Context: an optimization exercise on an open-source flow, tuned for small area, a short achievable clock period and few clock cycles per item. The choices shown serve that exercise and are no tape-out recipe. At most, simulation tests tie the RTL to the original design; equivalence was not proved. Power figures rest on the tool's default switching activity, not on a simulated workload.

old:
## band_topk_balanced_selector
module band_topk_balanced_selector (
    input  logic                 i_clk,
    input  logic                 i_rst_n,
    input  logic                 i_in_valid,
    output logic                 o_in_ready,
    input  logic [33:0]          i_in_data,
    output logic                 o_out_valid,
    input  logic                 i_out_ready,
    output logic [18:0]          o_out_data,
    input  logic                 i_cfg_valid,
    output logic                 o_cfg_ready,
    input  logic [bts_pkg::CFG_IDX_W-1:0] i_cfg_index,
    input  logic [bts_pkg::BAND_W-1:0]    i_cfg_data
);
Size: ~1,100 flip-flops, about 77 I/O pins, ~56,000 µm² of cells after synthesis.
Settings: LEC_CHECK=0, CAP_MARGIN=20, CORE_MARGIN=2, CORE_UTILIZATION=40, SETUP_SLACK_MARGIN=4.5, SLEW_MARGIN=20; clock period 8.0 ns.
run.sh (not shown) runs the stock make flow with config.mk's settings and CLKGATE_MAP_FILE= SYNTH_SCRIPT=/design/flow/synth_recipe.tcl, a recipe that flattens the netlist after the stock synthesis.
Input-level comparison between new and old:
--- a/flow/design.v
+++ b/flow/design.v
@@ -96,25 +96,20 @@
     input  logic [bts_pkg::BAND_W-1:0]    i_cfg_data
 );
     localparam int NS     = bts_pkg::HEAP_SLOTS;      
     localparam int NP     = 2 * NS;                   
     localparam int SNAP_K = 6;                        
     localparam int LIVE_P = 2 * (NS - 1 - SNAP_K);    
     function automatic logic key_lt(input logic [14:0] a, input logic [14:0] b);
-        logic [15:0] l;
-        logic [15:0] e;
-        l = {1'b0, ~a & b};
-        e = {1'b1, ~(a ^ b)};
-        for (int w = 1; w < 16; w = w * 2) begin
-            for (int k = 0; k < 16; k = k + 2 * w) begin
-                l[k] = l[k+w] || (e[k+w] && l[k]);
-                e[k] = e[k+w] && e[k];
-            end
+        logic r;
+        r = 1'b0;
+        for (int k = 0; k < 15; k++) begin
+            r = (!a[k] && b[k]) || (!(a[k] && !b[k]) && r);
         end
-        key_lt = l[0];
+        key_lt = r;
     endfunction
     logic [bts_pkg::BAND_W-1:0] r_band_low, r_band_high;
     logic        r_rdy;
     logic        r_inv;
     logic [1:0]  r_in_kind;
     logic        r_in_neg;
     logic [14:0] r_in_key;        
## What came out
Looking at sum of internal, switching and leakage power across both flows, new is the stronger of the two, with old trailing. On post-placement worst setup slack, the higher figure sits with old, not new. Delta (new minus old): sequential share of layout area saw an increase; setup slack saw a decrease; clock power saw a decrease. Against old, routed wire length in new fell by a few percent. Row ratio of final minimum period to clock period: new higher / old lower. A start point of the critical path of r_cnt[0][0]$_SDFFE_PP0P_ is what new shows, while r_in_key[3]$_DFFE_PP_ belongs to old. Taking old as the reference, in new post-synthesis adder-cell area fraction now smaller, wire length of the first global-routing pass now smaller.
Function was not checked in any run of this note: the RTL went through the layout flow alone.

========
Setup of build 96:
Another version of the RTL of band_topk_balanced_selector (not shown whole).
Size in the first run: about 4800 cells after synthesis, ~1100 flip-flops, about 77 I/O pins.
clock: 8.0 ns
lec_check: 0
cap_margin: 20
core_margin: 2
core_utilization: 40
setup_slack_margin: 4.5
slew_margin: 20
Testbench counts of build 96, summed over its fixed seeds: cycles 7,246, items 4,800.
Input-level comparison between build 94 and build 96:
diff --git a/flow/design.v b/flow/design.v
--- a/flow/design.v
+++ b/flow/design.v
@@ -110,27 +110,30 @@
                 g[k] = g[k+w] || (!l[k+w] && g[k]);
             end
         end
         key_lt = l[0];
     endfunction
     function automatic logic in_band(input logic [14:0] key, input logic neg,
-                                     input logic [14:0] lo, input logic [14:0] hm1,
-                                     input logic hnz);
-        in_band = key_lt({lo, 1'b0}, {key, neg}) && hnz && key_lt({key, neg}, {hm1, 1'b1});
+                                     input logic [14:0] lo, input logic [14:0] hi,
+                                     input logic [14:0] hm1, input logic hnz);
+        logic above_lo;
+        logic below_hi;
+        above_lo = key_lt({lo, 1'b0}, {key, neg});
+        below_hi = neg ? (hnz && key_lt(key, hm1)) : key_lt(key, hi);
+        in_band  = above_lo && below_hi;
     endfunction
-    logic [bts_pkg::BAND_W-1:0] r_band_low;
+    logic [bts_pkg::BAND_W-1:0] r_band_low, r_band_high;
     logic [bts_pkg::BAND_W-1:0] r_band_hm1;      
     logic                       r_band_hnz;      
     logic        r_inv;
     logic [1:0]  r_in_kind;
     logic        r_in_neg;
     logic [14:0] r_in_key;
     logic [15:0] r_in_idx;
     logic        r_in_bok;        
     logic        r_skv;
-    logic        r_rdy;           
     logic [1:0]  r_sk_kind;
     logic        r_sk_neg;
     logic [14:0] r_sk_key;
     logic [15:0] r_sk_idx;
     logic        r_sk_bok;
     logic        r_txv;
@@ -152,26 +155,28 @@
     logic        r_remnz [2];
     logic        r_rem1 [2];
     logic [15:0] r_sidx [2][SNAP_K+1];
     logic        r_out_valid;
     logic [18:0] r_out;
     assign o_cfg_ready = 1'b1;
-    assign o_in_ready  = r_rdy;
+    assign o_in_ready  = !r_skv;
     assign o_out_valid = r_out_valid;
     assign o_out_data  = r_out;
     logic w_out_free;
     assign w_out_free = !r_out_valid || i_out_ready;
     always_ff @(posedge i_clk) begin
         if (!i_rst_n) begin
             r_band_low  <= bts_pkg::BAND_LOW_RST;
+            r_band_high <= bts_pkg::BAND_HIGH_RST;
             r_band_hm1  <= bts_pkg::BAND_HIGH_RST - 15'd1;
             r_band_hnz  <= 1'b1;
         end else if (i_cfg_valid) begin
             if (i_cfg_index == bts_pkg::CFG_BAND_LOW) begin
                 r_band_low <= i_cfg_data;
             end else begin
+                r_band_high <= i_cfg_data;
                 r_band_hm1  <= i_cfg_data - 15'd1;
                 r_band_hnz  <= (i_cfg_data != 15'd0);
             end
         end
     end
     logic w_e_live;       
@@ -183,34 +188,32 @@
         w_conflict = 1'b0;
         for (int j = 0; j < LIVE_P; j++) begin
             w_e_live = w_e_live || r_m[j];
             if ((r_tx_neg == j[0]) && r_w[j % 2][NS - 1 - j / 2] && r_m[j]) w_conflict = 1'b1;
         end
     end
-    assign w_acc      = i_in_valid && r_rdy;
+    assign w_acc      = i_in_valid && !r_skv;
     assign w_exec     = r_txv && (!r_dbusy || r_tx_nop || (!r_tx_drain && !w_e_live) ||
                                   (r_tx_ins && !w_conflict));
     assign w_mv       = r_inv && (!r_txv || w_exec);
     assign w_do_ins   = w_exec && r_tx_ins;
     assign w_do_drain = w_exec && r_tx_drain;
     assign w_do_clear = w_exec && r_tx_clear;
     logic w_a_free;
     logic w_bok;
     logic [14:0] w_key;
     assign w_a_free = !r_inv || w_mv;
     assign w_key    = i_in_data[31] ? ~i_in_data[30:16] : i_in_data[30:16];
-    assign w_bok    = in_band(w_key, i_in_data[31], r_band_low, r_band_hm1, r_band_hnz);
+    assign w_bok    = in_band(w_key, i_in_data[31], r_band_low, r_band_high, r_band_hm1, r_band_hnz);
     always_ff @(posedge i_clk) begin
         if (!i_rst_n) begin
             r_inv <= 1'b0;
             r_skv <= 1'b0;
-            r_rdy <= 1'b1;
         end else begin
             r_inv <= !w_a_free || r_skv || w_acc;
             r_skv <= r_skv ? !w_a_free : (w_acc && !w_a_free);
-            r_rdy <= r_skv ? w_a_free : !(w_acc && !w_a_free);
         end
     end
     always_ff @(posedge i_clk) begin
         if (w_a_free) begin
             if (r_skv) begin
                 r_in_kind <= r_sk_kind;
Clock skew delta for build 94 relative to build 96: 8.5 ps lower
Cmp build 94 vs build 96: share of total power in the clock network lower in build 94
On total combinational power: build 94 sits above build 96.
[compare] base=build 96 new=build 94: clock group total power shrank by about 2%; part of the power in combinational logic grew by 0.2 points; wire length grew by about 1.7%.
Going from build 96 to build 94, area after synthesis grows by 500 sq um.
Starting DRC count in detailed routing (build 94 vs. build 96) decreases by more than 10%
Build 94 ended up with a higher clock tree buffer count of the final layout than build 96 did.
For build 94, only the layout was checked, not whether the RTL still works.

[static timing again, ports no longer ideal]
How much do the figures lean on ideal ports? The routed layouts below were timed once more, with nothing changed but the port constraints. Step 1 (the two cells are an assumption about what drives the block):
set clk [get_ports {i_clk}]
set_driving_cell -lib_cell sky130_fd_sc_hd__clkbuf_16 $clk
set_driving_cell -lib_cell sky130_fd_sc_hd__buf_2 [delete_from_list [all_inputs] $clk]
Step 2, shift: input delay + t, output delay - t, t = (earliest + latest rising clock arrival at the registers) / 2. This alone moves slack from input paths to output paths. a / b / c = ideal ports / drivers / drivers and shift; a / b = the first two.
| run | t (ns) | setup slack, ns | slew at the worst register clock pin (ns) |
|---|---|---|---|
| old | 0.819 | 4.458 / 4.458 / 3.913 | 0.07 / 0.07 |
| new | 0.830 | 4.152 / 4.152 / 3.921 | 0.07 / 0.07 |
| build 96 | 0.835 | 4.544 / 4.544 / 3.852 | 0.07 / 0.07 |
| build 94 | 0.841 | 4.322 / 4.322 / 3.616 | 0.07 / 0.07 |
After both steps setup and hold are still met in every run listed. For build 94, which loses most, drivers alone change the setup slack by 0.000 ns; drivers and shift together by -0.706 ns.
